Context: an optimization exercise on an open-source flow, tuned for small area and a short achievable clock period. The choices shown serve that exercise and are no tape-out recipe. The RTL was checked by simulation tests, not by an equivalence proof against the original design. Power and IR drop assume default switching activity.

build 45:
Design coproc_top, start of the top module:
module coproc_top (
  input  logic                CLOCK_50,
  input  logic                hps_fpga_reset_n,
  input  logic [word_w-1:0]   in_readdata,
  input  logic                in_waitrequest,
  output logic                in_read,
  output logic [word_w-1:0]   out_writedata,
  output logic                out_write,
  input  logic                out_waitrequest,
  input  logic [2:0]          reset_req,
  output logic                cold_reset,
  output logic                warm_reset,
  output logic                debug_reset,
  output logic [uptime_w-1:0] status_count,
  output logic [led_w-1:0]    ledr
);
Settings: LEC_CHECK=0, CAP_MARGIN=20, CORE_MARGIN=2, CORE_UTILIZATION=55, CTS_CLUSTER_DIAMETER=100, CTS_CLUSTER_SIZE=24, SETUP_SLACK_MARGIN=3.7, SLEW_MARGIN=20, SYNTH_HIERARCHICAL=1; clock period 6.8 ns.
standard.sh (not shown) runs the stock make flow with config.mk's settings and CLKGATE_MAP_FILE= SYNTH_SCRIPT=/design/flow/synth_recipe.tcl, a recipe that flattens the netlist after the stock synthesis.
==> flow/flow/run.sh <==
#!/bin/bash
# Layout flow: the standard ORFS flow, with the port buffers that the
# placement step inserts made from sky130_fd_sc_hd__buf_1, which the timing
# repair may then resize, instead of the delay-cell buffer the resizer picks.
set -euo pipefail
bash standard.sh "BUFFER_PORTS_ARGS=-buffer_cell sky130_fd_sc_hd__buf_1" finish > orfs_make.log 2>&1
Build 45 completed; timing, DRC and antenna clean
Input changes introduced in build 66 (baseline for comparison: build 45):
# build 45
export LEC_CHECK = 0
export CAP_MARGIN = 20
export CORE_MARGIN = 2
export CORE_UTILIZATION = 55
export CTS_CLUSTER_DIAMETER = 100
export CTS_CLUSTER_SIZE = 24
export SETUP_SLACK_MARGIN = 3.7
export SLEW_MARGIN = 20
export SYNTH_HIERARCHICAL = 1
create_clock -name core_clock -period 6.8 [get_ports {CLOCK_50}]
# build 66
export LEC_CHECK = 0
export CAP_MARGIN = 20
export CORE_MARGIN = 2
export CORE_UTILIZATION = 75
export CTS_CLUSTER_DIAMETER = 100
export CTS_CLUSTER_SIZE = 24
export SETUP_SLACK_MARGIN = 3.7
export SLEW_MARGIN = 20
export SYNTH_HIERARCHICAL = 1
create_clock -name core_clock -period 6.8 [get_ports {CLOCK_50}]
--- outcome ---
- In the reports for build 45 and build 66, the smaller total instance count after detailed placement belongs to build 66.
- Overall power is higher on build 66
- Measured against each other, build 45 and build 66 differ in multi-input gate share of the layout cell area, the lower figure coming from build 45.
- Routed wire length of build 66 exceeds that of build 45 by a few percent.
- met2 track utilization from global routing on build 66 is up relative to build 45.
- There was hardly any difference in data required time at the worst endpoint between build 45 and build 66.
## Diff of input files: build 14 against build 66
# build 66
export LEC_CHECK = 0
export CAP_MARGIN = 20
export CORE_MARGIN = 2
export CORE_UTILIZATION = 75
export CTS_CLUSTER_DIAMETER = 100
export CTS_CLUSTER_SIZE = 24
export SETUP_SLACK_MARGIN = 3.7
export SLEW_MARGIN = 20
export SYNTH_HIERARCHICAL = 1
create_clock -name core_clock -period 6.8 [get_ports {CLOCK_50}]
# build 14
export LEC_CHECK = 0
export CAP_MARGIN = 20
export CORE_MARGIN = 2
export CORE_UTILIZATION = 55
export CTS_CLUSTER_DIAMETER = 150
export CTS_CLUSTER_SIZE = 30
export SETUP_SLACK_MARGIN = 3.7
export SLEW_MARGIN = 20
export SYNTH_HIERARCHICAL = 1
create_clock -name core_clock -period 6.8 [get_ports {CLOCK_50}]
Findings:
- Compared with build 66, in build 14 fraction of standard cell area in multi-input logic shrank by 0.57 points; layout clock buffer count -2.
- From build 66 to build 14 the numbers moved as follows: placeable core area shows an increase of 37%; total wire length shows a reduction of 4.3%; part of the total power dissipated in combinational logic shows a reduction of 0.4 points.
- Horizontal die dimension (build 14 over build 66): increase, 22 um
- Build 14 vs build 66: final worst-path cycle share down
- A start point of the critical path of mult_inst.s1_q[28] is what build 66 shows, while mult_inst.s1_q[48] belongs to build 14.
- In the metrics for build 14 and build 66, the one carrying the higher cell count is build 14.
- Critical path buffer and inverter count sits lower in build 14 than in build 66.
- [compare] base=build 66 new=build 14: area added between synthesis and finish increased 1.2 points, number of gates resized after CTS dropped 3.
The inputs of build 23 differ from those of build 14 as listed below.
# build 14
export LEC_CHECK = 0
export CAP_MARGIN = 20
export CORE_MARGIN = 2
export CORE_UTILIZATION = 55
export CTS_CLUSTER_DIAMETER = 150
export CTS_CLUSTER_SIZE = 30
export SETUP_SLACK_MARGIN = 3.7
export SLEW_MARGIN = 20
export SYNTH_HIERARCHICAL = 1
create_clock -name core_clock -period 6.8 [get_ports {CLOCK_50}]
# build 23
export LEC_CHECK = 0
export CAP_MARGIN = 10
export CORE_MARGIN = 2
export CORE_UTILIZATION = 60
export CTS_CLUSTER_DIAMETER = 150
export CTS_CLUSTER_SIZE = 30
export SETUP_SLACK_MARGIN = 3.7
export SLEW_MARGIN = 10
export SYNTH_HIERARCHICAL = 1
export TNS_END_PERCENT = 5
create_clock -name core_clock -period 6.8 [get_ports {CLOCK_50}]
==> run notes <==
- Compared with build 14, build 23 shows share of layout cells above drive strength 1 lower by 3.2 points.
- For net switching share of the total power, build 14 and build 23 come out practically identical.
- In build 23 the pre-CTS setup slack turned out 110 ps lower than in build 14.
- In the tables for build 23 and build 14, final cell area excluding filler cells reads lower with build 23.
- The via count reported for build 23 is lower than the one for build 14.
- Build 14 reports its start point of the critical path as mult_inst.s1_q[48] while build 23 reports out_waitrequest.
- Of build 23 and build 14, build 23 shows the lower post-cts resize count, with build 14 above it.
- Per the comparison of build 23 with build 14, layout-stage area growth over the synthesis result has decreased; instance count on the critical path has decreased.
diff inputs: build 23 => build 97
# build 23
export LEC_CHECK = 0
export CAP_MARGIN = 10
export CORE_MARGIN = 2
export CORE_UTILIZATION = 60
export CTS_CLUSTER_DIAMETER = 150
export CTS_CLUSTER_SIZE = 30
export SETUP_SLACK_MARGIN = 3.7
export SLEW_MARGIN = 10
export SYNTH_HIERARCHICAL = 1
export TNS_END_PERCENT = 5
create_clock -name core_clock -period 6.8 [get_ports {CLOCK_50}]
# build 97
export LEC_CHECK = 0
export CAP_MARGIN = 20
export CORE_MARGIN = 2
export CORE_UTILIZATION = 65
export CTS_CLUSTER_DIAMETER = 150
export CTS_CLUSTER_SIZE = 30
export SETUP_SLACK_MARGIN = 3.7
export SLEW_MARGIN = 20
export SYNTH_HIERARCHICAL = 1
export TNS_END_PERCENT = 5
create_clock -name core_clock -period 6.8 [get_ports {CLOCK_50}]
Notes after the runs:
Worst-case register-to-register setup slack is lower on build 97
Going from build 23 to build 97, clock-buffer cell count held; post-detailed-placement cell area flat.
Core footprint of build 97 falls short of that of build 23 by a little under 10%.
Going from build 23 to build 97, number of global-route vias before repair grew by a few percent.
Summary of build 97 over build 23: fraction of area in multi-input gates went up by 0.43 points, number of tapcells went down by 10.
Input changes introduced in build 16 (baseline for comparison: build 97):
# build 97
export LEC_CHECK = 0
export CAP_MARGIN = 20
export CORE_MARGIN = 2
export CORE_UTILIZATION = 65
export CTS_CLUSTER_DIAMETER = 150
export CTS_CLUSTER_SIZE = 30
export SETUP_SLACK_MARGIN = 3.7
export SLEW_MARGIN = 20
export SYNTH_HIERARCHICAL = 1
export TNS_END_PERCENT = 5
create_clock -name core_clock -period 6.8 [get_ports {CLOCK_50}]
# build 16
export LEC_CHECK = 0
export CAP_MARGIN = 20
export CORE_MARGIN = 2
export CORE_UTILIZATION = 60
export CTS_CLUSTER_DIAMETER = 150
export CTS_CLUSTER_SIZE = 30
export SETUP_SLACK_MARGIN = 3.7
export SLEW_MARGIN = 20
export SYNTH_HIERARCHICAL = 1
export TNS_END_PERCENT = 0
create_clock -name core_clock -period 6.8 [get_ports {CLOCK_50}]
==> run notes <==
- Changes observed in build 16 relative to build 97: clock buffer instance count of the final layout did not really move; met1 usage has decreased; first-pass GRT wire length went up by 450 um.
- Relative to build 97, build 16 improves setup slack.
- Side by side, number of non-clock buffers in the layout turned out higher in build 16 than in build 97.

what the ideal ports hide:
Ports are ideal in the flow. The routed layouts listed here were re-timed in OpenROAD.
Step 1 (the two cells are an assumption about what drives the block):
set clk [get_ports {CLOCK_50}]
set_driving_cell -lib_cell sky130_fd_sc_hd__clkbuf_16 $clk
set_driving_cell -lib_cell sky130_fd_sc_hd__buf_2 [delete_from_list [all_inputs] $clk]
Step 2, shift: input delay + t, output delay - t, t = (earliest + latest rising clock arrival at the registers) / 2. This alone moves slack from input paths to output paths.
Slacks: no drivers / after step 1 / after step 2; pairs: no drivers / after step 1.
| run | t, ns | setup WS [ns] | worst hold slack (ns) | worst slew at a driven data input, ns |
|---|---|---|---|---|
| build 45 | 0.520 | 3.726 / 3.715 / 3.715 | 0.384 / 0.384 / 0.384 | 0.05 |
| build 66 | 0.513 | 3.690 / 3.677 / 3.164 | 0.387 / 0.387 / 0.387 | 0.07 |
| build 14 | 0.526 | 3.724 / 3.715 / 3.715 | 0.388 / 0.388 / 0.388 | 0.05 |
| build 23 | 0.518 | 3.708 / 3.689 / 3.494 | 0.393 / 0.393 / 0.393 | 0.03 |
| build 97 | 0.514 | 3.680 / 3.680 / 3.674 | 0.397 / 0.397 / 0.397 | 0.03 |
| build 16 | 0.520 | 3.708 / 3.689 / 3.491 | 0.395 / 0.395 / 0.395 | 0.03 |
After both steps setup and hold are still met in every run listed. For build 66, which loses most, drivers alone change the setup slack by -0.013 ns; drivers and shift together by -0.526 ns.
